Optimization exercise on an open flow, not production practice.
RTL: at most simulated, not proved equivalent.
Function not checked: runs 2 and 3.
Power: default activity.

File: flow/config.mk
export PLATFORM = sky130hd
export DESIGN_NAME = sync_fifo
export DESIGN_NICKNAME = sync_fifo
export VERILOG_FILES = /design/flow/design.v
export SDC_FILE = /design/flow/constraint.sdc
export NUM_CORES = 4
export LEC_CHECK = 0
export CAP_MARGIN = 20
export CORE_MARGIN = 2
export CORE_UTILIZATION = 65
export SETUP_SLACK_MARGIN = 2.5
export SLEW_MARGIN = 20
export SYNTH_HIERARCHICAL = 1
export SYNTH_MINIMUM_KEEP_SIZE = 0
export TNS_END_PERCENT = 10
File: flow/constraint.sdc
create_clock -name core_clock -period 4.5 [get_ports {clk}]
set_input_delay 0.9000 -clock core_clock [delete_from_list [all_inputs] [get_ports {clk}]]
set_output_delay 0.9000 -clock core_clock [all_outputs]
set_load 0.01 [all_outputs]
File: flow/design.v
package sync_fifo_pkg;
    localparam int DEF_WIDTH = 32;
    localparam int DEF_DEPTH = 64;
    localparam int PTR_ADDR_W = 32;
    typedef struct packed {
        logic                  wrap;
        logic [PTR_ADDR_W-1:0] addr;
    } fifo_ptr_t;
    function automatic int clog2(input int unsigned n);
        int r;
        r = 0;
        for (int i = 0; i < 32; i++) begin
            if (((n - 32'd1) >> i) != 32'd0) begin
                r = i + 1;
            end
        end
        clog2 = r;
    endfunction
    function automatic fifo_ptr_t ptr_inc(input fifo_ptr_t p, input int unsigned depth);
        fifo_ptr_t n;
        n = p;
        if (p.addr == (depth - 32'd1)) begin
            n.addr = '0;
            n.wrap = ~p.wrap;
        end else begin
            n.addr = p.addr + 32'd1;
        end
        ptr_inc = n;
    endfunction
endpackage
module sync_fifo_ram #(
    parameter int WIDTH = 32,
    parameter int DEPTH = 64,
    parameter int LO    = 8,
    parameter int HI    = 8
) (
    input  logic             clk_i,
    input  logic             rst_i,
    input  logic             we_i,
    input  logic [HI-1:0]    whi_i,
    input  logic [LO-1:0]    wlo_i,
    input  logic [WIDTH-1:0] wdata_i,
    input  logic             re_i,
    input  logic [DEPTH-1:0] rsel_i,
    output logic [WIDTH-1:0] rdata_o
);
    logic [WIDTH-1:0] mem_q [DEPTH];
    logic [WIDTH-1:0] rmux;
    logic [WIDTH-1:0] rdata_q;
    for (genvar i = 0; i < DEPTH; i++) begin : g_word
        always_ff @(posedge clk_i) begin
            if (we_i && whi_i[i / LO] && wlo_i[i % LO]) begin
                mem_q[i] <= wdata_i;
            end
        end
    end
    localparam int GW = 8;
    localparam int NG = DEPTH / GW;
    logic [WIDTH-1:0] grp [NG];
    for (genvar g = 0; g < NG; g++) begin : g_rgrp
        logic [GW*WIDTH-1:0] words;
        for (genvar k = 0; k < GW; k++) begin : g_w
            assign words[k*WIDTH +: WIDTH] = mem_q[g*GW + k];
        end
        sync_fifo_rgrp #(
            .WIDTH (WIDTH),
            .N     (GW)
        ) u_rgrp (
            .sel_i   (rsel_i[g*GW +: GW]),
            .words_i (words),
            .or_o    (grp[g])
        );
    end
    logic [NG*WIDTH-1:0] grp_flat;
    for (genvar g = 0; g < NG; g++) begin : g_flat
        assign grp_flat[g*WIDTH +: WIDTH] = grp[g];
    end
    always_ff @(posedge clk_i or posedge rst_i) begin
        if (rst_i) begin
            rdata_q <= '0;
        end else if (re_i) begin
            rdata_q <= rmux;
        end
    end
    sync_fifo_ror #(
        .WIDTH (WIDTH),
        .N     (NG)
    ) u_ror (
        .grp_i (grp_flat),
        .or_o  (rmux)
    );
    assign rdata_o = rdata_q;
endmodule
module sync_fifo_rgrp #(
    parameter int WIDTH = 32,
    parameter int N     = 8
) (
    input  logic [N-1:0]       sel_i,
    input  logic [N*WIDTH-1:0] words_i,
    output logic [WIDTH-1:0]   or_o
);
    for (genvar b = 0; b < WIDTH; b++) begin : g_bit
        logic [N-1:0] col;
        for (genvar k = 0; k < N; k++) begin : g_k
            assign col[k] = words_i[k*WIDTH + b];
        end
        assign or_o[b] = |(col & sel_i);
    end
endmodule
module sync_fifo_ror #(
    parameter int WIDTH = 32,
    parameter int N     = 8
) (
    input  logic [N*WIDTH-1:0] grp_i,
    output logic [WIDTH-1:0]   or_o
);
    for (genvar b = 0; b < WIDTH; b++) begin : g_bit
        logic [N-1:0] col;
        for (genvar k = 0; k < N; k++) begin : g_k
            assign col[k] = grp_i[k*WIDTH + b];
        end
        assign or_o[b] = |col;
    end
endmodule
module sync_fifo #(
    parameter int WIDTH     = sync_fifo_pkg::DEF_WIDTH,
    parameter int DEPTH     = sync_fifo_pkg::DEF_DEPTH,
    parameter int AFULL_TH  = DEPTH - 4,
    parameter int AEMPTY_TH = 4
) (
    input  logic                       clk,
    input  logic                       m_rst,
    input  logic                       w_valid,
    input  logic [WIDTH-1:0]           w_data,
    output logic                       w_ready,
    input  logic                       r_valid,
    output logic [WIDTH-1:0]           r_data,
    output logic                       r_data_valid,
    output logic                       full,
    output logic                       empty,
    output logic                       almost_full,
    output logic                       almost_empty,
    output logic [sync_fifo_pkg::clog2(DEPTH):0]      level,
    output logic                       overflow,
    output logic                       underflow
);
    localparam int AW = sync_fifo_pkg::clog2(DEPTH);
    localparam int LO = 1 << (AW / 2);
    localparam int HI = DEPTH / LO;
    logic [LO-1:0] wr_lo_q;
    logic [HI-1:0] wr_hi_q;
    logic [HI-1:0] wr_hi_ok_q;
    logic [HI-1:0] wr_hi_d;
    logic          full_d;
    logic [DEPTH-1:0] rd_sel_q;
    logic [AW:0]   level_q;
    logic          full_q;
    logic          nempty_q;
    logic          afull_q;
    logic          naempty_q;
    logic          overflow_q;
    logic          underflow_q;
    logic          rvalid_q;
    logic          wr_acc;
    logic          rd_acc;
    logic          inc;
    logic          dec;
    logic [AW:0]   level_p1;
    logic [AW:0]   level_m1;
    assign wr_acc = w_valid && !full_q;
    assign rd_acc = r_valid && nempty_q;
    assign inc    = wr_acc && !rd_acc;
    assign dec    = rd_acc && !wr_acc;
    assign level_p1 = level_q + 1'b1;
    assign level_m1 = level_q - 1'b1;
    assign wr_hi_d = (wr_acc && wr_lo_q[LO-1]) ? {wr_hi_q[HI-2:0], wr_hi_q[HI-1]} : wr_hi_q;
    assign full_d  = inc ? (level_p1 == (AW + 1)'(DEPTH)) : (dec ? 1'b0 : full_q);
    always_ff @(posedge clk or posedge m_rst) begin
        if (m_rst) begin
            wr_lo_q     <= LO'(1);
            wr_hi_q     <= HI'(1);
            wr_hi_ok_q  <= HI'(1);
            rd_sel_q    <= DEPTH'(1);
            level_q     <= '0;
            full_q      <= 1'b0;
            nempty_q    <= 1'b0;
            afull_q     <= 1'b0;
            naempty_q   <= 1'b0;
            overflow_q  <= 1'b0;
            underflow_q <= 1'b0;
            rvalid_q    <= 1'b0;
        end else begin
            if (wr_acc) wr_lo_q <= {wr_lo_q[LO-2:0], wr_lo_q[LO-1]};
            wr_hi_q    <= wr_hi_d;
            wr_hi_ok_q <= full_d ? '0 : wr_hi_d;
            full_q     <= full_d;
            if (rd_acc) rd_sel_q <= {rd_sel_q[DEPTH-2:0], rd_sel_q[DEPTH-1]};
            if (inc) begin
                level_q  <= level_p1;
                nempty_q <= 1'b1;
                afull_q  <= (level_p1 >= (AW + 1)'(AFULL_TH));
                naempty_q <= !(level_p1 <= (AW + 1)'(AEMPTY_TH));
            end else if (dec) begin
                level_q  <= level_m1;
                nempty_q <= (level_m1 != '0);
                afull_q  <= (level_m1 >= (AW + 1)'(AFULL_TH));
                naempty_q <= !(level_m1 <= (AW + 1)'(AEMPTY_TH));
            end
            overflow_q  <= w_valid && full_q;
            underflow_q <= r_valid && !nempty_q;
            rvalid_q    <= rd_acc;
        end
    end
    sync_fifo_ram #(
        .WIDTH (WIDTH),
        .DEPTH (DEPTH),
        .LO    (LO),
        .HI    (HI)
    ) u_ram (
        .clk_i   (clk),
        .rst_i   (m_rst),
        .we_i    (w_valid),
        .whi_i   (wr_hi_ok_q),
        .wlo_i   (wr_lo_q),
        .wdata_i (w_data),
        .re_i    (rd_acc),
        .rsel_i  (rd_sel_q),
        .rdata_o (r_data)
    );
    assign w_ready      = !full_q;
    assign full         = full_q;
    assign empty        = !nempty_q;
    assign level        = level_q;
    assign almost_full  = afull_q;
    assign almost_empty = !naempty_q;
    assign overflow     = overflow_q;
    assign underflow    = underflow_q;
    assign r_data_valid = rvalid_q;
endmodule
File: flow/flow/run.sh
#!/bin/bash
# Standard layout (the standard.sh) with two changes:
#  - flow/move.tcl runs before detailed placement: each port buffer is resized
#    to a stronger buffer, and each register that drives an output port (with
#    any inverter between them) is moved next to that port's output buffer;
#    detailed placement then legalises them as usual.
#  - clock tree synthesis clusters up to 25 sinks within 100 um per leaf buffer
#    and inserts no dummy loads.
set -euo pipefail
W=$(pwd)
bash standard.sh \
  PRE_DETAIL_PLACE_TCL="$W/flow/move.tcl" \
  "CTS_ARGS=-sink_clustering_enable -repair_clock_nets -sink_clustering_size 25 -sink_clustering_max_diameter 100 -dont_use_dummy_load" \
  finish > "$W/standard_flow.log" 2>&1
File: flow/flow/move.tcl
# Runs inside ORFS detail_place.tcl (PRE_DETAIL_PLACE_TCL hook), design loaded.
# 1. Resize every port buffer (input and output) to a stronger buffer.
# 2. Move each flip-flop that drives an output port (directly or through
#    buffers/inverters) and the cells between them onto the output buffer's
#    location; detailed placement then legalises them.
proc driver_inst {net} {
  foreach it [$net getITerms] {
    if {[$it isOutputSignal]} { return [$it getInst] }
  }
  return ""
}
proc input_net {inst} {
  foreach it [$inst getITerms] {
    if {[$it isInputSignal] && [$it getNet] ne "NULL"} { return [$it getNet] }
  }
  return ""
}
set db [ord::get_db]
set block [ord::get_db_block]
set in_buf [$db findMaster sky130_fd_sc_hd__buf_8]
set out_buf [$db findMaster sky130_fd_sc_hd__buf_6]
set moved 0
set sized 0
foreach bterm [$block getBTerms] {
  set net [$bterm getNet]
  if {$net eq "NULL"} { continue }
  if {[$net getSigType] eq "CLOCK"} { continue }
  if {[$bterm getIoType] eq "INPUT"} {
    set loads {}
    foreach it [$net getITerms] { lappend loads [$it getInst] }
    if {[llength $loads] == 1} {
      set b [lindex $loads 0]
      if {[string match "*__buf_*" [[$b getMaster] getName]] || [string match "*dlybuf*" [[$b getMaster] getName]] || [string match "*dlygate*" [[$b getMaster] getName]]} {
        $b swapMaster $in_buf
        incr sized
      }
    }
    continue
  }
  if {[$bterm getIoType] ne "OUTPUT"} { continue }
  set obuf [driver_inst $net]
  if {$obuf eq ""} { continue }
  set oname [[$obuf getMaster] getName]
  if {[string match "*__buf_*" $oname] || [string match "*dlybuf*" $oname] || [string match "*dlygate*" $oname]} {
    $obuf swapMaster $out_buf
    incr sized
  }
  lassign [$obuf getLocation] x y
  set inst $obuf
  set chain {}
  for {set k 0} {$k < 4} {incr k} {
    set n [input_net $inst]
    if {$n eq ""} { break }
    set d [driver_inst $n]
    if {$d eq ""} { break }
    set mname [[$d getMaster] getName]
    if {[string match "*__df*" $mname]} {
      foreach c $chain { $c setLocation $x $y }
      $d setLocation $x $y
      # Also move the hold logic that drives D from this flip-flop's own Q.
      set qnet ""
      foreach it [$d getITerms] { if {[$it isOutputSignal]} { set qnet [$it getNet] } }
      set dnet ""
      foreach it [$d getITerms] { if {[[$it getMTerm] getName] eq "D"} { set dnet [$it getNet] } }
      if {$qnet ne "" && $qnet ne "NULL" && $dnet ne "" && $dnet ne "NULL"} {
        set h [driver_inst $dnet]
        if {$h ne ""} {
          foreach it [$h getITerms] {
            if {[$it isInputSignal] && [$it getNet] eq $qnet} {
              $h setLocation $x $y
              puts "move: hold cell [$h getName] ([[$h getMaster] getName])"
              break
            }
          }
        }
      }
      incr moved
      puts "move: [$d getName] ($mname) -> $x $y for [$bterm getName] via [llength $chain] cells"
      break
    }
    if {![string match "*buf*" $mname] && ![string match "*inv*" $mname]} { break }
    lappend chain $d
    set inst $d
  }
}
puts "move: resized $sized port buffers, moved $moved output flip-flops"
File: flow/standard.sh
#!/bin/bash
# synth_recipe.tcl (not shown) runs the flow's synth.tcl, then flattens the netlist and writes it again
# the make line also repeats each setting of config.mk as NAME=value (left out here)
make -C /OpenROAD-flow-scripts/flow DESIGN_CONFIG=/design/flow/config.mk WORK_HOME=/design/flow/orfs CLKGATE_MAP_FILE= SYNTH_SCRIPT=/design/flow/synth_recipe.tcl "${@:-finish}"
==> flow_summary.toml, run 1 <==
[detailed_routing]
wl_met2_um = 107900
first_iter_violations = 6501
drtAntennaViolNets = 0
top_layer_used = "met5"
vias = 43503
route.met3.wl_um = 22380
drtPass1Iterations = 7
post_drt_wl_per_cell_um = 37.67
drcViolationCount = 0
totalWireLength_um = 226000
drt-met1-wl_um = 81080
routed_via_density = 7.251

[timing]
fmaxAchievable_mhz = 381.2
slew_headroom_pct = 32.01
finClkSkew_ps = 43.23
min_period_ps = 2623
rsz0062_at_grt = "true"
hold_violations = 0
final.period_utilization_pct = 58.30
fin_ws_ps = 1877
fin_tns_setup_ps = 0
setup_viol = 0
worstMarginPinSlew_ps = 1020
slew_viol_final = 0

[synthesis]
synth_largest_area_cell = "edfxtp_1"
synth.avg_cell_area_um2 = 19.31
synth.distinct_cells = 54
synth_edf_count = 2048
ys_seq_elements = 2182
syn-cell-area_um2 = 78620
synthFlopType = "edfxtp_1"
synthTopCellsByArea = "edfxtp_1 (78%), a22oi_1 (9.8%), dfrtp_1 (4.1%)"
yosysTopAreaCellShare_pct = 78.23
ys_warn_count = 11
syn_nets = 4113
async_reset_ff_share_pct = 6.141
yosysSeqAreaShare_pct = 82.50
synth_cells = 4072

[clock_network]
hold_buffers = 0
cts.sinks = 2182
ctsRootBufferMaster = "clkbuf_16"
numCtsBuffers = 97
path_clk_slew_ps = 90
tritoncts = "done"
clock_latency_ps = 730
cts.htree.levels = 3
clockBufferDepth = 3

[die]
num_io_pins = 83
initial_utilization_pct = 65.53
die_h_um = 351.8
core_um2 = 120000
rows = 127
floorplan.die.width_um = 351.8
dieArea_um2 = 123700

[global_routing]
grt_pass1_vias = 41203
track_usage_pct = 36.33
grt_pass1_wl_um = 309300
overflow = 0
grt_antenna_before_repair = 6
grt_max_degree = 71

[worst_hold_path]
hold_path.class = "input pin to async pin"

[critical_path]
cp_num_buf_inv = 2
critPathCapture = "u_ram.rdata_q[26]$_DFFE_PP0P_"
start_kind = "flop"
rr_worst_depth = 7
setup.worst_path.start = "rd_sel_q[6]$_DFFE_PP0P_"
cp-end-kind = "flop"
r2r-end = "u_ram.rdata_q[26]$_DFFE_PP0P_"
critical_path_required_ps = 5110
path_cells = "buf_12 > buf_8 > a22oi_2 > nand4_1 > nor4_4 > nand2_1 > mux2_4"
crit_arrival_ps = 3230
reg2reg_slack_ps = 1880
cp_slowest_cell = "nor4_4"
worstPathMaxFanout = 5
worst-path-stages = 7
cp_top_family = "simple AND/OR/NAND/NOR gates"
path_class = "flop to flop"
reg2reg_from = "rd_sel_q[6]$_DFFE_PP0P_"
cpPeakStageDelay_ps = 710

[placement]
placed_area_um2 = 81430
place_ws_ps = 1092
post-place-cells = 5669
post-dp-hpwl_um = 127200
portBuffers = 82
gp_congestion = 0.9179

[cells_and_area]
fillers = 6835
finalNetCount = 4429
drive_gt1_share_pct = 22.85
final_area_um2 = 88380
syn2layout_area_growth_pct = 12.43
fin_util_pct = 73.67
finalNonFillerCells = 6000

[power]
p_leak_nw = 28.05
peakVddDrop_uv = 373.9
powerDensity_nw_per_um2 = 374.4

[status]
status = "timing/DRC/antenna clean"

[run]
maxCapViolCount = 0
-- per-stage QoR --
stage / hold WS [ps] / total power, W
final: 294.9 / 0.03309
after detailed placement: 510.6 / 0.02381
after floorplan: 475.4 / 0.02318
after CTS: 270.7 / 0.03306
after global placement: 501.1 / 0.02374
after global routing: 324.0 / 0.03380
-- cells in the final DEF (no fill, tap or decap), drive strengths merged, types with 9 or more instances in the layout --
| master | n |
|---|---|
| buf | 428 |
| mux2 | 104 |
| nor2b | 11 |
| nand4 | 256 |
| a22oi | 1026 |
| clkbuf | 101 |
| nor2 | 10 |
| and3 | 68 |
| dfrtp | 130 |
| nor4 | 67 |
| edfxtp | 2048 |
| nand2 | 65 |
| inv | 9 |
-- state kept, by name (all words and copies together), names as in the netlist, 7 cells and up --
register / count
rd_sel_q: 64
u_ram.mem_q: 2048
wr_hi_ok_q: 8
u_ram.rdata_q: 32
level_q: 7
wr_lo_q: 8
wr_hi_q: 8
-- cell usage after synthesis (all sizes together), types with 2 or more instances --
cell    instances
or3             2
edfxtp       2048
a22oi        1026
and3           68
dfstp           4
xor2            8
xnor2           4
nor2b          11
a21oi           5
o21ai           5
nor3            2
nand2b          2
nor4           67
nand2          63
mux2          104
and2            2
clkbuf         10
buf           207
nor2           10
nand4         256
inv            11
ha              5
dfrtp         130
nand3           3
a32oi           2
-- cell type report --
type	instances	area [um2]	share of cell area [%]
repair buffers	432	4873	5.514
clock buffers	97	2427	2.746
flip-flops and latches	2182	65040	73.58
well taps	1612	2017	2.282
multi-input cells	1664	13970	15.80
diodes	2	5.005	0.005663
inverters	11	56.30	0.06370
-- kinds of logic (layout without fill, tap and decap cells) --
logic type,count (synthesis),in the layout,share of synthesized area [%]
simple gates,492,494,3.742
mux,105,105,1.646
xor+xnor,12,12,0.1337
flops,2182,2182,82.50
other cells,0,2,0
compound gates,1048,1048,10.01
buf+inv,228,540,1.894
fa+ha+maj,5,5,0.07958
-- metal layers --
metal	vias up	global-route usage, %
met5	-	0
met1	22565	49.35
li1	17712	-
met3	472	5.232
met2	2752	58.02
met4	2	19.48
-- worst register-to-register path, delay by kind of cell, from the launching register on --
family / cells / cell delay, ps
and+or+nand+nor: 3 / 1220
DFF: 1 / 550
muxes: 1 / 310
buffers and inverters: 2 / 280
AOI/OAI and AO/OA: 1 / 180
-- worst min-delay path by stage --
stage | slack (ps) | cells past startpoint | startpoint | endpoint
after floorplan | 480 | 2 | wr_lo_q[0]$_DFFE_PP1P_ | wr_lo_q[0]$_DFFE_PP1P_
after global routing | 320 | 3 | m_rst | u_ram.rdata_q[3]$_DFFE_PP0P_
after CTS | 270 | 3 | m_rst | u_ram.rdata_q[25]$_DFFE_PP0P_
final | 290 | 3 | m_rst | u_ram.rdata_q[13]$_DFFE_PP0P_
after global placement | 500 | 1 | wr_hi_q[2]$_DFF_PP0_ | wr_hi_q[2]$_DFF_PP0_
after detailed placement | 510 | 1 | wr_hi_q[2]$_DFF_PP0_ | wr_hi_q[2]$_DFF_PP0_
-- power breakdown --
group	internal [W]	leakage [nW]	switching (W)
Clock	0.00386	1.20	0.00573
Combinational	0.000401	6.75	0.000862
Sequential	0.0222	20.1	0.0000408
Total	0.0265	28.1	0.00663
-- timing repair --
| item | in CTS | in global routing |
|---|---|---|
| pin swaps | 120 | 123 |
| setup endpoints to repair | 1924 | 1598 |
| setup buffers | 166 | 55 |
| gates resized for setup | 333 | 149 |
| cloned | 8 | 3 |
==> run 2: changes to the inputs <==
--- a/flow/design.v
+++ b/flow/design.v
@@ -42,4 +42,5 @@
     input  logic [WIDTH-1:0] wdata_i,
     input  logic             re_i,
+    input  logic             hload_i,
     input  logic [DEPTH-1:0] rsel_i,
     output logic [WIDTH-1:0] rdata_o
@@ -48,4 +49,7 @@
     logic [WIDTH-1:0] rmux;
     logic [WIDTH-1:0] rdata_q;
+    logic [WIDTH-1:0] head_q;
+    logic [DEPTH-1:0] nsel;
+    assign nsel = {rsel_i[DEPTH-2:0], rsel_i[DEPTH-1]};
     for (genvar i = 0; i < DEPTH; i++) begin : g_word
         always_ff @(posedge clk_i) begin
@@ -67,5 +71,5 @@
             .N     (GW)
         ) u_rgrp (
-            .sel_i   (rsel_i[g*GW +: GW]),
+            .sel_i   (nsel[g*GW +: GW]),
             .words_i (words),
             .or_o    (grp[g])
@@ -75,4 +79,11 @@
     for (genvar g = 0; g < NG; g++) begin : g_flat
         assign grp_flat[g*WIDTH +: WIDTH] = grp[g];
+    end
+    always_ff @(posedge clk_i) begin
+        if (hload_i) begin
+            head_q <= wdata_i;
+        end else if (re_i) begin
+            head_q <= rmux;
+        end
     end
     always_ff @(posedge clk_i or posedge rst_i) begin
@@ -80,5 +91,5 @@
             rdata_q <= '0;
         end else if (re_i) begin
-            rdata_q <= rmux;
+            rdata_q <= head_q;
         end
     end
@@ -168,8 +179,10 @@
     logic [AW:0]   level_p1;
     logic [AW:0]   level_m1;
+    logic          hload;
     assign wr_acc = w_valid && !full_q;
     assign rd_acc = r_valid && nempty_q;
     assign inc    = wr_acc && !rd_acc;
     assign dec    = rd_acc && !wr_acc;
+    assign hload = wr_acc && (rd_acc ? (level_q == (AW + 1)'(1)) : !nempty_q);
     assign level_p1 = level_q + 1'b1;
     assign level_m1 = level_q - 1'b1;
@@ -225,4 +238,5 @@
         .wdata_i (w_data),
         .re_i    (rd_acc),
+        .hload_i (hload),
         .rsel_i  (rd_sel_q),
         .rdata_o (r_data)
--- a/flow/config.mk
+++ b/flow/config.mk
@@ -8,5 +8,5 @@
 export CAP_MARGIN = 20
 export CORE_MARGIN = 2
-export CORE_UTILIZATION = 65
+export CORE_UTILIZATION = 55
 export SETUP_SLACK_MARGIN = 2.5
 export SLEW_MARGIN = 20
==> run 2 against run 1 <==
Net effect:
- still clean
- worst setup slack improved by 53 ps
- non-clock buffer count fell by 8
- global-route usage fell by 5.7 points
- synthesized cell count rose by 2.0%
- area after synthesis rose by 1.9%
- worst hold slack got worse by 110 ps
- largest power group unchanged
- register-to-register slack improved by 50 ps
- clock skew fell by 2.5 ps
- largest cell class unchanged
==> flow_summary.toml, run 2 <==
[die]
floorplan.die.width_um = 385.7
die_h_um = 385.7
initial_utilization_pct = 55.18
num_io_pins = 83
rows = 140
core_um2 = 145200
dieArea_um2 = 148800

[placement]
gp_congestion = 0.8368
post-place-cells = 6077
portBuffers = 82
post-dp-hpwl_um = 134200

[clock_network]
hold_buffers = 0
tritoncts = "done"
path_clk_slew_ps = 100
ctsRootBufferMaster = "clkbuf_16"
cts.sinks = 2214
cts.htree.levels = 3
clock_latency_ps = 750
numCtsBuffers = 98
clockBufferDepth = 3

[timing]
whs_ps = 183.9
min_period_ps = 2571
slew_headroom_pct = 31.16
hold_violations = 0
slew_viol_final = 0
fin_tns_setup_ps = 0
rsz0062_at_grt = "true"
final.period_utilization_pct = 57.13
setup_viol = 0
finClkSkew_ps = 40.77
worstMarginPinSlew_ps = 1033
fmaxAchievable_mhz = 389.0

[detailed_routing]
vias = 43210
drcViolationCount = 0
top_layer_used = "met4"
totalWireLength_um = 229100
first_iter_violations = 5492
drtAntennaViolNets = 0
route.met3.wl_um = 17360
post_drt_wl_per_cell_um = 35.96
drtPass1Iterations = 6
wl_met2_um = 110300
routed_via_density = 6.782
drt-met1-wl_um = 90970

[critical_path]
r2r-end = "u_ram.head_q[24]$_DFFE_PP_"
start_kind = "flop"
crit_arrival_ps = 3060
rr_worst_depth = 8
reg2reg_from = "rd_sel_q[53]$_DFFE_PP0P_"
worstPathMaxFanout = 6
critical_path_required_ps = 4990
path_class = "flop to flop"
reg2reg_slack_ps = 1930
cp-end-kind = "flop"

[synthesis]
yosysMostFrequentCell = "edfxtp_1"
yosys.area_share.simple_pct = 3.687
ys_warn_count = 11
synth_edf_count = 2080
yosysTopAreaCellShare_pct = 77.95
async_reset_ff_share_pct = 6.052
synth_top_family_by_area = "compound AO/OA/AOI/OAI gates"
ys_seq_elements = 2214
synthTopCellsByArea = "edfxtp_1 (78%), a22oi_1 (9.6%), dfrtp_1 (4.1%)"
syn_nets = 4194
synth.distinct_cells = 49
yosysSeqAreaShare_pct = 82.14
synth.avg_cell_area_um2 = 19.30
muxShareOfSynthArea_pct = 2.196
synth-compound-area-share_pct = 9.807
netlist_top_cells_count = "edfxtp_1 (2080), a22oi_1 (1025), nand4_1 (259)"
synth_xor_area_share_pct = 0.1093
syn-cell-area_um2 = 80130
synth_fa_ha_area_share_pct = 0.09369
synth_cells = 4152
synthFlopType = "edfxtp_1"
synth_largest_area_cell = "edfxtp_1"

[cells_and_area]
syn2layout_area_growth_pct = 11.69
finalNonFillerCells = 6371
largest_reg_flops = 2048
fillers = 10246
finalNetCount = 4496
regMostFlops = "u_ram.mem_q"
layout_commonest_cell = "edfxtp_1"
layout.area.seq_um2 = 66010
multi_input_area_um2 = 14030
reg_top3 = "u_ram.mem_q: 2048 flops, rd_sel_q: 64 flops"
layout_common_cells = "edfxtp_1 (2080), a22oi_1 (925), nand4_1 (259)"
drive_gt1_share_pct = 21.95
fin_util_pct = 61.63

[power]
p_leak_nw = 28.33
peakVddDrop_uv = 333.2
powerDensity_nw_per_um2 = 383.8

[global_routing]
overflow = 0
grt_pass1_vias = 40992
grt_max_degree = 73
grt_antenna_before_repair = 5
track_usage_pct = 30.61
grt_pass1_wl_um = 316600

[run]
maxCapViolCount = 0

[worst_hold_path]
hold_path.class = "input pin to async pin"

[status]
status = "timing/DRC/antenna clean"
## run 2: timing repair
item,in CTS,in global routing
setup endpoints to repair,2259,1975
pin swaps,111,69
endpoints found under the hold margin,0,0
buffers inserted,152,33
resized for setup,336,97
cloned,7,2
## run 2: layout make-up
type,count,share of cell area (%)
timing repair buffer,424,5.085
antenna,2,0.005592
multi-input combinational,1707,15.68
clock buffer,98,2.740
sequential,2214,73.76
tap,1917,2.680
inverter,9,0.05173
## run 2: layer usage
layer / up-vias / global-route usage, %
li1: 17985 / -
met1: 22955 / 42.79
met2: 1970 / 49.24
met3: 300 / 4.342
met4: 0 / 12.03
met5: - / 0
## run 2: power breakdown
part / internal (W) / switching [W]
logic: 0.000680 / 0.000996
clock network: 0.00390 / 0.00595
registers: 0.0226 / 0.000189
total: 0.0272 / 0.00714
## run 2: worst max-delay path, cell delays in order (launching register included)
cell and delay, ps:
dfrtp_4 540, buf_12 160, buf_4 130, a22oi_1 170, nand4_1 420, nor4_2 320, buf_4 240, nand2_2 60
mux2_4 260
## run 2: kinds of logic (layout without fill, tap and decap cells)
kind of cell / Yosys count / after routing
muxes: 137 / 137
xor gates and xnor gates: 10 / 10
and+or+nand+nor: 504 / 505
DFF: 2214 / 2214
AOI/OAI and AO/OA: 1049 / 1049
buffers and inverters: 232 / 531
other: 0 / 2
adders and majority gates: 6 / 6
## run 2: per-stage QoR
stage / area (um2) / worst slack (ps) / total power (W)
after detailed placement: 83340 / 1110 / 0.02472
after global routing: 89490 / 1958 / 0.03516
final: 89490 / 1929 / 0.03435
after global placement: 82920 / 1074 / 0.02464
after CTS: 88720 / 2017 / 0.03434
after floorplan: 80230 / 2225 / 0.02384
## run 2: worst max-delay path by stage
stage                             startpoint                          end  depth (start not counted)  slack, ps
global route        rd_sel_q[51]$_DFFE_PP0P_    u_ram.head_q[8]$_DFFE_PP_                          8       1960
CTS                 rd_sel_q[37]$_DFFE_PP0P_   u_ram.head_q[16]$_DFFE_PP_                          6       2020
detailed placement  rd_sel_q[36]$_DFFE_PP0P_   u_ram.head_q[16]$_DFFE_PP_                          6       1110
floorplan                            w_valid  u_ram.mem_q[3][0]$_DFFE_PP_                          2       2220
finish              rd_sel_q[53]$_DFFE_PP0P_   u_ram.head_q[24]$_DFFE_PP_                          8       1930
global placement                     r_valid   u_ram.head_q[30]$_DFFE_PP_                          5       1070
==> run 3: changes to the inputs <==
--- a/flow/config.mk
+++ b/flow/config.mk
@@ -13,3 +13,3 @@
 export SYNTH_HIERARCHICAL = 1
 export SYNTH_MINIMUM_KEEP_SIZE = 0
-export TNS_END_PERCENT = 10
+export TNS_END_PERCENT = 30
==> run 3 against run 2 <==
Net effect:
- critical path depth unchanged
- register-to-register slack improved by 40 ps
- design area increased by 0.97%
- worst setup slack improved by 39 ps
- sequential share of layout area decreased by 0.73 points
- area after synthesis unchanged
- die area unchanged
- first-iteration DRC count increased by 9.4%
- maximum frequency increased by 1.5%
- still clean on timing, DRC and antenna
- utilization increased by 0.60 points
- wire length increased by 3.8%
- worst hold slack improved by 71 ps
==> flow_summary.toml, run 3 <==
[critical_path]
start_kind = "flop"
reg2reg_from = "rd_sel_q[39]$_DFFE_PP0P_"
crit_top_cell = "buf_4"
path_class = "flop to flop"
crit_arrival_ps = 3030
worstPathMaxFanout = 7
cp-end-kind = "flop"
critical_path_required_ps = 5000
cp_slowest_cell = "dfrtp_2"
cp_top_family = "simple AND/OR/NAND/NOR gates"
cp_num_buf_inv = 3
cpPeakStageDelay_ps = 510
path_cells = "buf_4 > clkbuf_16 > buf_4 > a22oi_2 > nand4_1 > nor4_4 > nand2_1 > mux2_4"
setup.worst_path.start = "rd_sel_q[39]$_DFFE_PP0P_"

[synthesis]
yosys.area_share.simple_pct = 3.687
ys_seq_elements = 2214
async_reset_ff_share_pct = 6.052
netlist_top_cells_count = "edfxtp_1 (2080), a22oi_1 (1025), nand4_1 (259)"
synthTopCellsByArea = "edfxtp_1 (78%), a22oi_1 (9.6%), dfrtp_1 (4.1%)"
syn-cell-area_um2 = 80130
synth_xor_area_share_pct = 0.1093
synth_edf_count = 2080
synth-compound-area-share_pct = 9.807
muxShareOfSynthArea_pct = 2.196
synthFlopType = "edfxtp_1"
yosysTopAreaCellShare_pct = 77.95
synth_cells = 4152
synth_top_family_by_area = "compound AO/OA/AOI/OAI gates"
syn_nets = 4194
synth.avg_cell_area_um2 = 19.30
yosysMostFrequentCell = "edfxtp_1"
ys_warn_count = 11
synth_largest_area_cell = "edfxtp_1"
synth.distinct_cells = 49
yosysSeqAreaShare_pct = 82.14
synth_fa_ha_area_share_pct = 0.09369

[clock_network]
ctsRootBufferMaster = "clkbuf_16"
clockBufferDepth = 3
clock_latency_ps = 750
tritoncts = "done"
cts.sinks = 2214
path_clk_slew_ps = 110
cts.htree.levels = 3
numCtsBuffers = 98

[detailed_routing]
routed_via_density = 6.889
totalWireLength_um = 237700
first_iter_violations = 6007
top_layer_used = "met5"
drcViolationCount = 0
wl_met2_um = 113900
drt-met1-wl_um = 94170
route.met3.wl_um = 19620
vias = 44041
post_drt_wl_per_cell_um = 37.18
drtPass1Iterations = 7
drtAntennaViolNets = 0

[timing]
min_period_ps = 2532
finClkSkew_ps = 45.71
whs_ps = 254.5
rsz0062_at_grt = "true"
hold_violations = 0
slew_viol_final = 0
setup_viol = 0
worstMarginPinSlew_ps = 1087
fin_tns_setup_ps = 0
fmaxAchievable_mhz = 395.0
slew_headroom_pct = 27.37
final.period_utilization_pct = 56.26

[cells_and_area]
syn2layout_area_growth_pct = 12.77
reg_top3 = "u_ram.mem_q: 2048 flops, rd_sel_q: 64 flops"
finalNonFillerCells = 6393
final_area_um2 = 90360
layout_common_cells = "edfxtp_1 (2080), a22oi_1 (890), nand4_1 (259)"
layout_commonest_cell = "edfxtp_1"
fin_util_pct = 62.23
largest_reg_flops = 2048
regMostFlops = "u_ram.mem_q"
drive_gt1_share_pct = 23.09
finalNetCount = 4517

[status]
status = "timing/DRC/antenna clean"

[die]
floorplan.die.width_um = 385.7
num_io_pins = 83
core_um2 = 145200
initial_utilization_pct = 55.18
rows = 140
die_h_um = 385.7
dieArea_um2 = 148800

[power]
p_leak_nw = 28.57
powerDensity_nw_per_um2 = 380.7
peakVddDrop_uv = 298.6

[global_routing]
track_usage_pct = 31.41
grt_pass1_vias = 41052
grt_max_degree = 67
grt_pass1_wl_um = 323900
overflow = 0
grt_antenna_before_repair = 20

[placement]
post-dp-hpwl_um = 137700
post-place-cells = 6077
gp_congestion = 0.8629
placed_area_um2 = 83350
portBuffers = 82

[run]
maxCapViolCount = 0

[worst_hold_path]
hold_path.class = "input pin to async pin"
## run 3: cell counts after synthesis
No cell type changed its count.
## run 3: cells by family (layout without fill, tap and decap cells)
kind of cell / after synthesis / in the layout
AOI/OAI and AO/OA: 1049 / 1049
xor gates and xnor gates: 10 / 10
adders and majority gates: 6 / 6
buffers and inverters: 232 / 551
DFF: 2214 / 2214
muxes: 137 / 137
other: 0 / 3
and+or+nand+nor: 504 / 506
## run 3: repair_timing
| item | 4_1_cts | 5_1_grt |
|---|---|---|
| cloned | 11 | 8 |
| buffers inserted | 142 | 53 |
| pin swaps | 140 | 124 |
| setup endpoints to repair | 2237 | 1500 |
| gates resized for setup | 392 | 145 |
| hold buffers | 0 | 0 |
## run 3: worst paths after layout
path | endpoint | slack [ps] | cells after the start
max | u_ram.head_q[18]$_DFFE_PP_ | 1970 | 8
min | u_ram.rdata_q[19]$_DFFE_PP0P_ | 250 | 2
max reg2reg | u_ram.head_q[18]$_DFFE_PP_ | 1970 | 8
min reg2reg | underflow_q$_DFF_PP0_ | 460 | 1
max in group asynchronous | nempty_q$_DFFE_PP0P_ | 3200 | 3
min in group core_clock | underflow_q$_DFF_PP0_ | 440 | 2
## run 3: routing by layer
layer | track usage, % | up-vias
li1 | - | 18039
met3 | 4.084 | 356
met4 | 10.49 | 10
met2 | 50.55 | 2199
met5 | 0 | -
met1 | 44.93 | 23437
## run 3: where the power goes
part	total, W	switching, W	internal, W
clock	0.00986	0.00596	0.00390
sequential	0.0228	0.000193	0.0226
combinational	0.00172	0.00103	0.000689
## run 3: stage by stage
stage | total power, W | setup WS (ps)
after floorplan | 0.02384 | 2235
after global placement | 0.02467 | 1225
after detailed placement | 0.02475 | 1326
after CTS | 0.03437 | 2010
after global routing | 0.03521 | 1913
final | 0.03440 | 1968
## run 3: worst reg2reg max path: stages (launching register included)
cell and delay (ps):
dfrtp_2 510, buf_4 200, clkbuf_16 160, buf_4 140, a22oi_2 170, nand4_1 300
nor4_4 460, nand2_1 90, mux2_4 270
## run 3: final cells by class
type | count | area [um2]
Antenna cell | 3 | 7.507
Multi-Input combinational cell | 1708 | 14420
Clock buffer | 98 | 2452
Fill cell | 10072 | 54850
Sequential cell | 2214 | 65990
Timing Repair Buffer | 444 | 5050
Tap cell | 1917 | 2399
Inverter | 9 | 42.54
==> run 4: changes to the inputs <==
--- a/flow/design.v
+++ b/flow/design.v
@@ -42,5 +42,4 @@
     input  logic [WIDTH-1:0] wdata_i,
     input  logic             re_i,
-    input  logic             hload_i,
     input  logic [DEPTH-1:0] rsel_i,
     output logic [WIDTH-1:0] rdata_o
@@ -49,7 +48,4 @@
     logic [WIDTH-1:0] rmux;
     logic [WIDTH-1:0] rdata_q;
-    logic [WIDTH-1:0] head_q;
-    logic [DEPTH-1:0] nsel;
-    assign nsel = {rsel_i[DEPTH-2:0], rsel_i[DEPTH-1]};
     for (genvar i = 0; i < DEPTH; i++) begin : g_word
         always_ff @(posedge clk_i) begin
@@ -71,5 +67,5 @@
             .N     (GW)
         ) u_rgrp (
-            .sel_i   (nsel[g*GW +: GW]),
+            .sel_i   (rsel_i[g*GW +: GW]),
             .words_i (words),
             .or_o    (grp[g])
@@ -79,11 +75,4 @@
     for (genvar g = 0; g < NG; g++) begin : g_flat
         assign grp_flat[g*WIDTH +: WIDTH] = grp[g];
-    end
-    always_ff @(posedge clk_i) begin
-        if (hload_i) begin
-            head_q <= wdata_i;
-        end else if (re_i) begin
-            head_q <= rmux;
-        end
     end
     always_ff @(posedge clk_i or posedge rst_i) begin
@@ -91,5 +80,5 @@
             rdata_q <= '0;
         end else if (re_i) begin
-            rdata_q <= head_q;
+            rdata_q <= rmux;
         end
     end
@@ -179,10 +168,8 @@
     logic [AW:0]   level_p1;
     logic [AW:0]   level_m1;
-    logic          hload;
     assign wr_acc = w_valid && !full_q;
     assign rd_acc = r_valid && nempty_q;
     assign inc    = wr_acc && !rd_acc;
     assign dec    = rd_acc && !wr_acc;
-    assign hload = wr_acc && (rd_acc ? (level_q == (AW + 1)'(1)) : !nempty_q);
     assign level_p1 = level_q + 1'b1;
     assign level_m1 = level_q - 1'b1;
@@ -238,5 +225,4 @@
         .wdata_i (w_data),
         .re_i    (rd_acc),
-        .hload_i (hload),
         .rsel_i  (rd_sel_q),
         .rdata_o (r_data)
--- a/flow/flow/move.tcl
+++ b/flow/flow/move.tcl
@@ -58,21 +58,4 @@
       foreach c $chain { $c setLocation $x $y }
       $d setLocation $x $y
-      # Also move the hold logic that drives D from this flip-flop's own Q.
-      set qnet ""
-      foreach it [$d getITerms] { if {[$it isOutputSignal]} { set qnet [$it getNet] } }
-      set dnet ""
-      foreach it [$d getITerms] { if {[[$it getMTerm] getName] eq "D"} { set dnet [$it getNet] } }
-      if {$qnet ne "" && $qnet ne "NULL" && $dnet ne "" && $dnet ne "NULL"} {
-        set h [driver_inst $dnet]
-        if {$h ne ""} {
-          foreach it [$h getITerms] {
-            if {[$it isInputSignal] && [$it getNet] eq $qnet} {
-              $h setLocation $x $y
-              puts "move: hold cell [$h getName] ([[$h getMaster] getName])"
-              break
-            }
-          }
-        }
-      }
       incr moved
       puts "move: [$d getName] ($mname) -> $x $y for [$bterm getName] via [llength $chain] cells"
--- a/flow/config.mk
+++ b/flow/config.mk
@@ -10,6 +10,6 @@
 export CORE_UTILIZATION = 55
 export SETUP_SLACK_MARGIN = 2.5
-export SLEW_MARGIN = 20
+export SLEW_MARGIN = 60
 export SYNTH_HIERARCHICAL = 1
 export SYNTH_MINIMUM_KEEP_SIZE = 0
-export TNS_END_PERCENT = 30
+export TNS_END_PERCENT = 10
==> run 4 against run 3 <==
Net effect:
- area after synthesis is 1.9% lower
- register-to-register slack better by 20 ps
- flip-flop and latch count is 32 lower
- first-iteration DRC count decreased by 9.3%
- critical endpoint is now u_ram.rdata_q[11]$_DFFE_PP0P_
- largest cell class unchanged
==> flow_summary.toml, run 4 <==
[clock_network]
ctsRootBufferMaster = "clkbuf_16"
clock_latency_ps = 740
hold_buffers = 0
tritoncts = "done"
path_clk_slew_ps = 100
cts.sinks = 2182
clockBufferDepth = 3
cts.htree.levels = 3
numCtsBuffers = 97

[synthesis]
syn_nets = 4113
synthFlopType = "edfxtp_1"
synth.distinct_cells = 54
ys_seq_elements = 2182
yosysMostFrequentCell = "edfxtp_1"
synthTopCellsByArea = "edfxtp_1 (78%), a22oi_1 (9.8%), dfrtp_1 (4.1%)"
ys_warn_count = 11
synth_cells = 4072
async_reset_ff_share_pct = 6.141
yosysTopAreaCellShare_pct = 78.23
synth.avg_cell_area_um2 = 19.31
synth_edf_count = 2048
yosysSeqAreaShare_pct = 82.50
syn-cell-area_um2 = 78620
synth_largest_area_cell = "edfxtp_1"
netlist_top_cells_count = "edfxtp_1 (2048), a22oi_1 (1026), nand4_1 (256)"

[detailed_routing]
drcViolationCount = 0
routed_via_density = 6.798
drtAntennaViolNets = 0
drt-met1-wl_um = 88190
top_layer_used = "met4"
first_iter_violations = 5446
wl_met2_um = 107200
post_drt_wl_per_cell_um = 36.32
vias = 41681
totalWireLength_um = 222700
route.met3.wl_um = 18330
drtPass1Iterations = 5

[die]
num_io_pins = 83
dieArea_um2 = 146000
rows = 138
floorplan.die.width_um = 382.1
core_um2 = 141800
die_h_um = 382.1
initial_utilization_pct = 55.46

[timing]
worstMarginPinSlew_ps = 630.8
whs_ps = 87.79
setup_viol = 0
hold_violations = 0
min_period_ps = 2508
slew_headroom_pct = 57.82
final.period_utilization_pct = 55.74
fmaxAchievable_mhz = 398.7
fin_ws_ps = 1992
slew_viol_final = 0
rsz0062_at_grt = "true"
finClkSkew_ps = 41.65
fin_tns_setup_ps = 0

[critical_path]
cp_slowest_cell = "dfrtp_2"
cp-end-kind = "flop"
start_kind = "flop"
path_class = "flop to flop"
critical_path_required_ps = 5140
worstPathMaxFanout = 7
setup.worst_path.start = "rd_sel_q[25]$_DFFE_PP0P_"
cpPeakStageDelay_ps = 530
reg2reg_from = "rd_sel_q[25]$_DFFE_PP0P_"
crit_top_cell = "buf_4"
crit_arrival_ps = 3150
path_cells = "buf_4 > clkbuf_16 > a22oi_1 > nand4_1 > nor4_1 > buf_4 > nand2_1 > mux2_4"

[power]
p_int_w = 0.02639
power.switching_w = 0.006763
switching_share_pct = 20.40
sequentialPowerShare_pct = 67.3
power_w = 0.03316
p_comb_share_pct = 3.3
powerDensity_nw_per_um2 = 384.8
clkPwrFrac_pct = 29.4
peakVddDrop_uv = 321.6
p_leak_nw = 26.87

[global_routing]
grt_pass1_vias = 39564
grt_pass1_wl_um = 307600
track_usage_pct = 30.10
grt_antenna_before_repair = 12
grt_max_degree = 65
overflow = 0

[run]
maxCapViolCount = 0

[placement]
gp_congestion = 0.8644
portBuffers = 82
place_ws_ps = 1693
post-dp-hpwl_um = 137300

[cells_and_area]
finalNetCount = 4280
fin_util_pct = 60.79
drive_gt1_share_pct = 16.64
reg_top3 = "u_ram.mem_q: 2048 flops, rd_sel_q: 64 flops, u_ram.rdata_q: 32 flops"
largest_reg_flops = 2048
layout_commonest_cell = "edfxtp_1"
regMostFlops = "u_ram.mem_q"
layout_common_cells = "edfxtp_1 (2048), a22oi_1 (978), nand4_1 (256)"
syn2layout_area_growth_pct = 9.610

[status]
status = "timing/DRC/antenna clean"

[worst_hold_path]
hold_path.class = "input pin to async pin"
[run 4: worst paths after layout]
kind,to,slack [ps],cells past startpoint
setup / recovery,u_ram.rdata_q[11]$_DFFE_PP0P_,1990,8
hold / removal,rd_sel_q[38]$_DFFE_PP0P_,90,2
setup reg to reg,u_ram.rdata_q[11]$_DFFE_PP0P_,1990,8
hold reg to reg,wr_hi_q[3]$_DFF_PP0_,530,1
max in group asynchronous,wr_lo_q[6]$_DFFE_PP0P_,3440,4
min in group core_clock,underflow_q$_DFF_PP0_,460,2
[run 4: critical path, delay by kind of cell, from the launching register on]
kind,cells,cell delay [ps]
muxes,1,260
AOI/OAI and AO/OA,1,150
DFF,1,530
and+or+nand+nor,3,870
buffers and inverters,3,570
[run 4: cell type report]
| cell class | instances | area, um2 |
|---|---|---|
| antenna | 4 | 10.01 |
| clock buffer | 97 | 2427 |
| fill | 10153 | 55590 |
| inverter | 11 | 56.30 |
| multi-input combinational | 1662 | 13170 |
| sequential | 2182 | 64950 |
| tap | 1890 | 2365 |
| timing repair buffer | 285 | 3191 |
[run 4: power groups by stage]
stage	Clock, W	Combinational [W]	Sequential [W]
2_1_floorplan	0	0.000463	0.0227
3_3_place_gp	0	0.00102	0.0228
3_5_place_dp	0	0.00109	0.0228
4_1_cts	0.00980	0.00109	0.0223
5_1_grt	0.0104	0.00116	0.0223
6_report	0.00973	0.00109	0.0223
[run 4: cell families after synthesis]
kind of cell,after synthesis,share of synthesized area [%]
fa+ha+maj,5,0.07958
compound gates,1048,10.01
buf+inv,228,1.894
simple gates,492,3.742
flops,2182,82.50
xor+xnor,12,0.1337
mux,105,1.646
[run 4: what timing repair did]
item,CTS,global route
resized for setup,117,77
gates cloned,1,2
pin swaps,56,50
setup buffers,20,32
endpoints found under the setup margin,115,134
[run 4: per-stage QoR]
stage | std cells | cell area [um2]
4_1_cts | 6083 | 85300
6_report | 6131 | 86170
3_3_place_gp | 5958 | 81360
5_1_grt | 6127 | 86160
3_5_place_dp | 5965 | 82210
2_1_floorplan | 4072 | 78790
[run 4: layer usage]
layer	global-route usage, %	vias up
li1	-	17411
met1	42.63	22111
met2	48.45	1869
met3	4.578	290
met4	10.02	0
met5	0	-
==> run 5: changes to the inputs <==
--- a/flow/config.mk
+++ b/flow/config.mk
@@ -10,5 +10,5 @@
 export CORE_UTILIZATION = 55
 export SETUP_SLACK_MARGIN = 2.5
-export SLEW_MARGIN = 60
+export SLEW_MARGIN = 20
 export SYNTH_HIERARCHICAL = 1
 export SYNTH_MINIMUM_KEEP_SIZE = 0
==> run 5 against run 4 <==
Net effect:
- count of clock-buffer cells in the layout is the same
- final cell count is 0.23% higher
- worst setup slack better by 0.88 ps
==> flow_summary.toml, run 5 <==
[critical_path]
path_class = "flop to flop"
cp-end-kind = "flop"
rr_worst_depth = 7
r2r-end = "u_ram.rdata_q[25]$_DFFE_PP0P_"
path_cells = "buf_12 > a22oi_2 > nand4_1 > nor4_2 > buf_4 > nand2_2 > mux2_4"
crit_arrival_ps = 3140
cp_slowest_cell = "dfrtp_2"
worstPathMaxFanout = 7
start_kind = "flop"
critical_path_required_ps = 5140
cpPeakStageDelay_ps = 530
reg2reg_slack_ps = 1990
reg2reg_from = "rd_sel_q[25]$_DFFE_PP0P_"

[placement]
place_ws_ps = 1417
post-dp-hpwl_um = 137100
gp_congestion = 0.8644
post-place-cells = 5959
placed_area_um2 = 81790
portBuffers = 82

[cells_and_area]
finalNetCount = 4292
finalNonFillerCells = 6145
layout_common_cells = "edfxtp_1 (2048), a22oi_1 (935), nand4_1 (256)"
regMostFlops = "u_ram.mem_q"
drive_gt1_share_pct = 18.17
fillers = 10094
syn2layout_area_growth_pct = 10.16
final_area_um2 = 86600
largest_reg_flops = 2048
layout_commonest_cell = "edfxtp_1"
reg_top3 = "u_ram.mem_q: 2048 flops, rd_sel_q: 64 flops, u_ram.rdata_q: 32 flops"

[worst_hold_path]
hold_path.class = "input pin to async pin"

[synthesis]
syn-cell-area_um2 = 78620
synth_largest_area_cell = "edfxtp_1"
synth.distinct_cells = 54
yosysMostFrequentCell = "edfxtp_1"
synth_cells = 4072
synth_edf_count = 2048
yosysTopAreaCellShare_pct = 78.23
synth.avg_cell_area_um2 = 19.31
ys_warn_count = 11
synthTopCellsByArea = "edfxtp_1 (78%), a22oi_1 (9.8%), dfrtp_1 (4.1%)"
synthFlopType = "edfxtp_1"
yosysSeqAreaShare_pct = 82.50
syn_nets = 4113
async_reset_ff_share_pct = 6.141
netlist_top_cells_count = "edfxtp_1 (2048), a22oi_1 (1026), nand4_1 (256)"
ys_seq_elements = 2182

[detailed_routing]
vias = 42041
drtPass1Iterations = 8
totalWireLength_um = 225000
post_drt_wl_per_cell_um = 36.61
drcViolationCount = 0
first_iter_violations = 5668
routed_via_density = 6.841
drtAntennaViolNets = 0

[global_routing]
grt_antenna_before_repair = 22
grt_max_degree = 65
grt_pass1_vias = 39710
overflow = 0
track_usage_pct = 30.60
grt_pass1_wl_um = 311400

[power]
power_w = 0.03319
p_leak_nw = 27.05
powerDensity_nw_per_um2 = 383.3
peakVddDrop_uv = 370.7

[timing]
min_period_ps = 2507
rsz0062_at_grt = "true"
slew_headroom_pct = 33.25
worstMarginPinSlew_ps = 1001
fin_ws_ps = 1993
slew_viol_final = 0
final.period_utilization_pct = 55.72
fmaxAchievable_mhz = 398.8
setup_viol = 0
hold_violations = 0
finClkSkew_ps = 37.19
fin_tns_setup_ps = 0

[clock_network]
numCtsBuffers = 97
cts.sinks = 2182
ctsRootBufferMaster = "clkbuf_16"
clock_latency_ps = 750
tritoncts = "done"
cts.htree.levels = 3
path_clk_slew_ps = 110
clockBufferDepth = 3

[status]
status = "timing/DRC/antenna clean"

[die]
die_h_um = 382.1
initial_utilization_pct = 55.46
dieArea_um2 = 146000
floorplan.die.width_um = 382.1
num_io_pins = 83
core_um2 = 141800
rows = 138

[run]
maxCapViolCount = 0
==> run 5: cell counts after synthesis <==
No cell type changed its count.
==> run 5: logic make-up (layout without fill, tap and decap cells) <==
logic type               after synthesis  after routing  synth area share [%]
adder cells (fa/ha/maj)                5              5               0.07958
flip-flops                          2182           2182                 82.50
AO/OA/AOI/OAI                       1048           1048                 10.01
other                                  0              6                     0
AND/OR/NAND/NOR                      492            492                 3.742
multiplexers                         105            105                 1.646
buffers and inverters                228            405                 1.894
XOR/XNOR                              12             12                0.1337
==> run 5: metal layers <==
metal | GRT usage [%] | share of wire, %
met5 | 0 | 0.025
met4 | 10.51 | 4.3
met3 | 4.459 | 8.0
met2 | 49.33 | 48
met1 | 43.25 | 40
==> run 5: worst max path at each step <==
stage	start	end	slack [ps]	cells after the start
detailed placement	rd_sel_q[3]$_DFFE_PP0P_	u_ram.rdata_q[19]$_DFFE_PP0P_	1420	6
global route	rd_sel_q[25]$_DFFE_PP0P_	u_ram.rdata_q[25]$_DFFE_PP0P_	1990	7
finish	rd_sel_q[25]$_DFFE_PP0P_	u_ram.rdata_q[25]$_DFFE_PP0P_	1990	7
CTS	wr_lo_q[6]$_DFFE_PP0P_	u_ram.mem_q[38][7]$_DFFE_PP_	2050	1
global placement	r_valid	u_ram.rdata_q[12]$_DFFE_PP0P_	1330	5
floorplan	w_valid	u_ram.mem_q[13][0]$_DFFE_PP_	2200	2
==> run 5: timing repair <==
item | 4_1_cts | 5_1_grt
pin swaps | 135 | 30
resized for setup | 326 | 35
gates cloned | 8 | 0
buffers inserted | 73 | 2
setup endpoints to repair | 2185 | 1347
hold buffers | 0 | 0
==> run 5: report_power, final <==
group	leakage, nW	switching, W	internal [W]	total [W]
registers	20.2	0.000102	0.0222	0.0223
clock network	1.20	0.00590	0.00386	0.00976
logic	5.70	0.000790	0.000343	0.00113
==> run 5: final cells by class <==
| cell class | instances | area [um2] | share of cell area [%] |
|---|---|---|---|
| flip-flops and latches | 2182 | 64940 | 74.99 |
| inverters | 11 | 52.55 | 0.06068 |
| repair buffers | 297 | 3405 | 3.931 |
| multi-input cells | 1662 | 13400 | 15.47 |
| diodes | 6 | 15.01 | 0.01734 |
| clock buffers | 97 | 2427 | 2.803 |
| well taps | 1890 | 2365 | 2.731 |
==> run 5: critical path: cells and delay by family, from the launching register on <==
kind	cells	cell delay, ps
flip-flops	1	530
buffers and inverters	2	440
AND/OR/NAND/NOR	3	1050
AO/OA/AOI/OAI	1	110
multiplexers	1	260
==> run 5: per-stage QoR <==
| step | hold slack (ps) | utilization [%] |
|---|---|---|
| 4_1_cts | 162.2 | 60.95 |
| 3_5_place_dp | 496.6 | 57.69 |
| 2_1_floorplan | 475.4 | - |
| 5_1_grt | 184.1 | 61.08 |
| 3_3_place_gp | 489.6 | 57.39 |
| 6_report | 193.2 | 61.09 |
==> run 6: changes to the inputs <==
--- a/flow/design.v
+++ b/flow/design.v
@@ -116,10 +116,30 @@
 );
     for (genvar b = 0; b < WIDTH; b++) begin : g_bit
-        logic [N-1:0] col;
-        for (genvar k = 0; k < N; k++) begin : g_k
-            assign col[k] = grp_i[k*WIDTH + b];
-        end
-        assign or_o[b] = |col;
-    end
+        logic [N/2-1:0] pair_n;
+        for (genvar k = 0; k < N / 2; k++) begin : g_pair
+            sync_fifo_nor2 u_nor (
+                .a_i (grp_i[(2*k)*WIDTH + b]),
+                .b_i (grp_i[(2*k+1)*WIDTH + b]),
+                .y_o (pair_n[k])
+            );
+        end
+        sync_fifo_nand4 u_nand (
+            .a_i (pair_n),
+            .y_o (or_o[b])
+        );
+    end
+endmodule
+module sync_fifo_nor2 (
+    input  logic a_i,
+    input  logic b_i,
+    output logic y_o
+);
+    assign y_o = ~(a_i | b_i);
+endmodule
+module sync_fifo_nand4 (
+    input  logic [3:0] a_i,
+    output logic       y_o
+);
+    assign y_o = ~(&a_i);
 endmodule
 module sync_fifo #(
==> run 6 against run 5 <==
Net effect:
- still clean on timing, DRC and antenna
- clock power hardly changed
- sequential power hardly changed
- via count is 0.72% higher
- first-iteration DRC count is 0.11% lower
- register-to-register slack better by 200 ps
- critical path type unchanged
==> flow_summary.toml, run 6 <==
[status]
status = "timing/DRC/antenna clean"

[detailed_routing]
first_iter_violations = 5662
vias = 42342
totalWireLength_um = 222200
drtPass1Iterations = 7
post_drt_wl_per_cell_um = 35.63
routed_via_density = 6.791
drcViolationCount = 0
drtAntennaViolNets = 0

[critical_path]
cp-end-kind = "flop"
cp_top_family = "simple AND/OR/NAND/NOR gates"
cp_num_buf_inv = 1
critical_path_required_ps = 5110
crit_arrival_ps = 2920
path_cells = "buf_12 > a22oi_2 > nand4_1 > nor2_4 > nand4_1 > mux2_4"
setup.worst_path.start = "rd_sel_q[60]$_DFFE_PP0P_"
crit_top_cell = "nand4_1"
start_kind = "flop"
cpPeakStageDelay_ps = 590
cp_slowest_cell = "dfrtp_4"
reg2reg_from = "rd_sel_q[60]$_DFFE_PP0P_"
worstPathMaxFanout = 7
path_class = "flop to flop"

[cells_and_area]
fin_util_pct = 61.85
reg_top3 = "u_ram.mem_q: 2048 flops, rd_sel_q: 64 flops, u_ram.rdata_q: 32 flops"
largest_reg_flops = 2048
regMostFlops = "u_ram.mem_q"
syn2layout_area_growth_pct = 11.44
layout_commonest_cell = "edfxtp_1"
drive_gt1_share_pct = 21.68
layout_common_cells = "edfxtp_1 (2048), a22oi_1 (876), nand4_1 (288)"
fillers = 10031
finalNetCount = 4383

[placement]
place_ws_ps = 1744
portBuffers = 82
post-dp-hpwl_um = 133800
gp_congestion = 0.8892

[clock_network]
clock_latency_ps = 760
numCtsBuffers = 97
path_clk_slew_ps = 100
cts.htree.levels = 3
hold_buffers = 0
clockBufferDepth = 3
cts.sinks = 2182
tritoncts = "done"
ctsRootBufferMaster = "clkbuf_16"

[synthesis]
synth-compound-area-share_pct = 9.987
synthFlopType = "edfxtp_1"
netlist_top_cells_count = "edfxtp_1 (2048), a22oi_1 (1026), nand4_1 (288)"
yosysTopAreaCellShare_pct = 78.07
syn-cell-area_um2 = 78780
synth_xor_area_share_pct = 0.1334
synth.avg_cell_area_um2 = 19.05
muxShareOfSynthArea_pct = 1.642
yosys.area_share.simple_pct = 3.937
yosysMostFrequentCell = "edfxtp_1"
syn_nets = 4177
synth_largest_area_cell = "edfxtp_1"
synth_top_family_by_area = "compound AO/OA/AOI/OAI gates"
synthTopCellsByArea = "edfxtp_1 (78%), a22oi_1 (9.8%), dfrtp_1 (4.1%)"
ys_warn_count = 11
synth.distinct_cells = 54
synth_edf_count = 2048
yosysSeqAreaShare_pct = 82.33
synth_fa_ha_area_share_pct = 0.07941
async_reset_ff_share_pct = 6.141
synth_cells = 4136
ys_seq_elements = 2182

[global_routing]
grtUsageMet2_pct = 48.07
grt_use_met1_pct = 44.00
grt_max_degree = 67
overflow = 0
use_met3_pct = 4.075
grt_pass1_vias = 40253
busiest_layer = "met2"
grt_pass1_wl_um = 309200
track_usage_pct = 30.04
grt_antenna_before_repair = 13

[timing]
hold_violations = 0
slew_viol_final = 0
rsz0062_at_grt = "true"
min_period_ps = 2309
fin_ws_ps = 2191
finClkSkew_ps = 43.70
slew_headroom_pct = 26.54
fin_tns_setup_ps = 0
final.period_utilization_pct = 51.31
fmaxAchievable_mhz = 433.1
worstMarginPinSlew_ps = 1102
setup_viol = 0

[die]
dieArea_um2 = 146300
die_h_um = 382.5
initial_utilization_pct = 55.50
rows = 138
floorplan.die.width_um = 382.5
core_um2 = 141900
num_io_pins = 83

[worst_hold_path]
hold_path.class = "input pin to async pin"

[run]
maxCapViolCount = 0

[power]
p_leak_nw = 27.31
powerDensity_nw_per_um2 = 379.5
peakVddDrop_uv = 387.4
[run 6: cell count changes after synthesis, sizes merged]
cell   previous run  this run
nand4           256       288
nor2             10       138
nor4             67         3
nand2            63        31
[run 6: timing repair]
item | in CTS | in global routing
endpoints found under the setup margin | 2153 | 1159
cloned | 13 | 2
pin swaps | 191 | 49
gates resized for setup | 535 | 53
buffers inserted | 90 | 30
[run 6: modules after synthesis, one instance, submodules excluded, a selection]
module	cells	flip-flops and latches	area, um2
sync_fifo_nand4	1	0	6.256
sync_fifo	316	102	4263
sync_fifo_nor2	1	0	3.754
[run 6: per-stage QoR]
step | instance area, um2 | cells | power, W | hold WS (ps)
6_report | 87790 | 6235 | 0.03332 | 302.5
3_5_place_dp | 81740 | 5998 | 0.02386 | 494.8
4_1_cts | 87290 | 6198 | 0.03327 | 277.6
2_1_floorplan | 78950 | 4136 | 0.02318 | 475.4
3_3_place_gp | 81340 | 5998 | 0.02379 | 489.9
5_1_grt | 87770 | 6230 | 0.03410 | 331.8
[run 6: worst paths after layout]
| check | to | slack, ps | depth (start not counted) |
|---|---|---|---|
| max in group asynchronous | rd_sel_q[1]$_DFFE_PP0P_ | 3110 | 3 |
| worst max-delay path | u_ram.rdata_q[15]$_DFFE_PP0P_ | 2190 | 6 |
| worst max register to register | u_ram.rdata_q[15]$_DFFE_PP0P_ | 2190 | 6 |
| worst min register to register | rd_sel_q[48]$_DFFE_PP0P_ | 520 | 1 |
| worst min-delay path | rvalid_q$_DFF_PP0_ | 300 | 2 |
| min in group core_clock | underflow_q$_DFF_PP0_ | 460 | 2 |
[run 6: power breakdown]
| group | internal (W) | switching, W | total [W] |
|---|---|---|---|
| clock network | 0.00386 | 0.00587 | 0.00973 |
| registers | 0.0222 | 0.0000419 | 0.0222 |
| logic | 0.000414 | 0.000927 | 0.00134 |
[run 6: area by class of cell]
class	count	area (um2)	area share, %
Antenna cell	5	12.51	0.01425
Tap cell	1890	2365	2.694
Inverter	11	53.80	0.06129
Multi-Input combinational cell	1728	14290	16.28
Clock buffer	97	2427	2.765
Timing Repair Buffer	322	3660	4.169
Sequential cell	2182	64970	74.01
[run 6: kinds of logic after synthesis]
family | Yosys count
xor gates and xnor gates | 12
AOI/OAI and AO/OA | 1048
buffers and inverters | 228
and+or+nand+nor | 556
adders and majority gates | 5
DFF | 2182
muxes | 105
[run 6: routing by layer]
layer | vias up | share of wire [%]
met4 | 8 | 2.8
li1 | 17604 | -
met5 | - | 0.024
met3 | 273 | 7.6
met2 | 1882 | 48
met1 | 22575 | 41
==> run 7: changes to the inputs <==
--- a/flow/flow/run.sh
+++ b/flow/flow/run.sh
@@ -2,4 +2,5 @@
 # Standard layout (the standard.sh) with two changes:
 #  - flow/move.tcl runs before detailed placement: each port buffer is resized
+#    (and every NAND4 gate is upsized to the 2x drive),
 #    to a stronger buffer, and each register that drives an output port (with
 #    any inverter between them) is moved next to that port's output buffer;
--- a/flow/flow/move.tcl
+++ b/flow/flow/move.tcl
@@ -68,2 +68,14 @@
 }
 puts "move: resized $sized port buffers, moved $moved output flip-flops"
+
+# 3. The read port's NAND4 gates drive the longest wires of the read path
+#    (from each group of words to the bit's final OR): use the 2x drive size.
+set n4 [$db findMaster sky130_fd_sc_hd__nand4_2]
+set up 0
+foreach inst [$block getInsts] {
+  if {[[$inst getMaster] getName] eq "sky130_fd_sc_hd__nand4_1"} {
+    $inst swapMaster $n4
+    incr up
+  }
+}
+puts "move: upsized $up NAND4 gates"
==> run 7 against run 6 <==
Net effect:
- still clean on timing, DRC and antenna
- count of clock-buffer cells in the layout did not move
- clock skew rose by 1.5 ps
- wire length fell by 0.42%
- final cell count fell by 0.43%
- first-iteration DRC count fell by 5.8%
- global-route usage fell by 0.10 points
- design area rose by 1.7%
- critical path type is now flop to primary output
- critical endpoint is now w_ready
- highest routed layer unchanged
==> flow_summary.toml, run 7 <==
[status]
status = "timing/DRC/antenna clean"

[placement]
gp_congestion = 0.8892
post-place-cells = 5998
portBuffers = 82
post-dp-hpwl_um = 134500
placed_area_um2 = 83540

[detailed_routing]
drcViolationCount = 0
drtAntennaViolNets = 0
post_drt_wl_per_cell_um = 35.64
drtPass1Iterations = 6
first_iter_violations = 5334

[cells_and_area]
reg_top3 = "u_ram.mem_q: 2048 flops, rd_sel_q: 64 flops, u_ram.rdata_q: 32 flops"
largest_reg_flops = 2048
syn2layout_area_growth_pct = 13.39
finalNetCount = 4360
final_area_um2 = 89320
layout_commonest_cell = "edfxtp_1"
finalNonFillerCells = 6208

[global_routing]
grt_use_met1_pct = 43.41
busiest_layer = "met2"
track_usage_pct = 29.93

[power]
p_int_w = 0.02653
switching_share_pct = 20.59
power.switching_w = 0.006879
sequentialPowerShare_pct = 66.6
p_comb_share_pct = 4.3
powerDensity_nw_per_um2 = 374.0
power_w = 0.03341
p_leak_nw = 27.19
clkPwrFrac_pct = 29.1
peakVddDrop_uv = 386.3

[synthesis]
ys_seq_elements = 2182
synth.avg_cell_area_um2 = 19.05
netlist_top_cells_count = "edfxtp_1 (2048), a22oi_1 (1026), nand4_1 (288)"
ys_warn_count = 11
yosysMostFrequentCell = "edfxtp_1"
synth.distinct_cells = 54
syn_nets = 4177
synth_edf_count = 2048
synth_largest_area_cell = "edfxtp_1"
yosysSeqAreaShare_pct = 82.33
syn-cell-area_um2 = 78780
synth_cells = 4136
async_reset_ff_share_pct = 6.141
synthTopCellsByArea = "edfxtp_1 (78%), a22oi_1 (9.8%), dfrtp_1 (4.1%)"

[die]
rows = 138
die_h_um = 382.5
dieArea_um2 = 146300
core_um2 = 141900
floorplan.die.width_um = 382.5
num_io_pins = 83
initial_utilization_pct = 55.50

[critical_path]
reg2reg_from = "wr_lo_q[4]$_DFFE_PP0P_"
path_cells = "inv_4 > buf_6"
start_kind = "flop"
crit_arrival_ps = 1350
reg2reg_slack_ps = 2290
critPathCapture = "w_ready"
cp-end-kind = "primary output"

[clock_network]
cts.sinks = 2182
path_clk_slew_ps = 100
clock_latency_ps = 740
ctsRootBufferMaster = "clkbuf_16"
clockBufferDepth = 3

[timing]
hold_violations = 0
final.period_utilization_pct = 49.99
rsz0062_at_grt = "true"
fin_tns_setup_ps = 0
min_period_ps = 2250
setup_viol = 0

[run]
maxCapViolCount = 0
==> run 7: cell types whose count changed in the layout (fill, tap and decap cells not counted), sizes merged <==
cell,change
a32o,-1
buf,-20
diode,-4
bufbuf,-2
==> run 7: final cells by class <==
| class | count | area [um2] | share of cell area [%] |
|---|---|---|---|
| Multi-Input combinational cell | 1727 | 16460 | 18.43 |
| Timing Repair Buffer | 300 | 3027 | 3.388 |
| Antenna cell | 1 | 2.502 | 0.002802 |
| Tap cell | 1890 | 2365 | 2.647 |
| Sequential cell | 2182 | 64980 | 72.75 |
| Clock buffer | 97 | 2427 | 2.718 |
| Inverter | 11 | 61.31 | 0.06864 |
==> run 7: modules after synthesis, one instance, submodules excluded, excerpt <==
module / flip-flops and latches / cells inside / cell area (um2) / times used
sync_fifo_nor2: 0 / 1 / 3.754 / 128
sync_fifo: 102 / 316 / 4263 / 1
sync_fifo_nand4: 0 / 1 / 6.256 / 32
==> run 7: per-stage QoR <==
stage / hold WS [ps] / setup slack (ps)
6_report: 283.8 / 2250
5_1_grt: 325.2 / 2229
4_1_cts: 268.9 / 2215
3_5_place_dp: 494.8 / 1763
3_3_place_gp: 489.9 / 1379
2_1_floorplan: 475.4 / 2196
==> run 7: metal layers <==
metal / wire [um] / part of all wire [%]
met5: 80 / 0.036
met4: 6192 / 2.8
met3: 17750 / 8.0
met2: 107200 / 48
met1: 90040 / 41
==> run 7: how the worst min path moves through the flow <==
stage	startpoint	slack, ps	end	cells after the start
4_1_cts	m_rst	270	u_ram.rdata_q[5]$_DFFE_PP0P_	3
6_report	m_rst	280	u_ram.rdata_q[3]$_DFFE_PP0P_	3
3_3_place_gp	rd_sel_q[48]$_DFFE_PP0P_	490	rd_sel_q[48]$_DFFE_PP0P_	1
2_1_floorplan	wr_lo_q[0]$_DFFE_PP1P_	480	wr_lo_q[0]$_DFFE_PP1P_	2
5_1_grt	m_rst	330	u_ram.rdata_q[13]$_DFFE_PP0P_	3
3_5_place_dp	rd_sel_q[48]$_DFFE_PP0P_	490	rd_sel_q[48]$_DFFE_PP0P_	1
==> run 7: timing repair <==
action | CTS | global route
hold buffers | 0 | 0
gates resized for setup | 572 | 32
cloned | 1 | 1
pin swaps | 115 | 20
setup buffers | 74 | 36
setup endpoints to repair | 2185 | 1415
==> run 7: logic make-up after synthesis <==
family,share of synthesized area (%)
flip-flops,82.33
AO/OA/AOI/OAI,9.987
AND/OR/NAND/NOR,3.937
buffers and inverters,1.890
multiplexers,1.642
XOR/XNOR,0.1334
adder cells (fa/ha/maj),0.07941
==> run 7: power by group through the flow <==
stage               Sequential (W)  Combinational (W)  Clock [W]
CTS                         0.0222            0.00123    0.00979
global placement            0.0228            0.00101          0
global route                0.0222            0.00150     0.0104
finish                      0.0222            0.00145    0.00972
floorplan                   0.0227           0.000463          0
detailed placement          0.0228            0.00107          0
==> run 7: worst max-delay path: cells and delay by family (launching register included) <==
kind | cells | cell delay [ps]
buffers and inverters | 2 | 160
flip-flops | 1 | 460
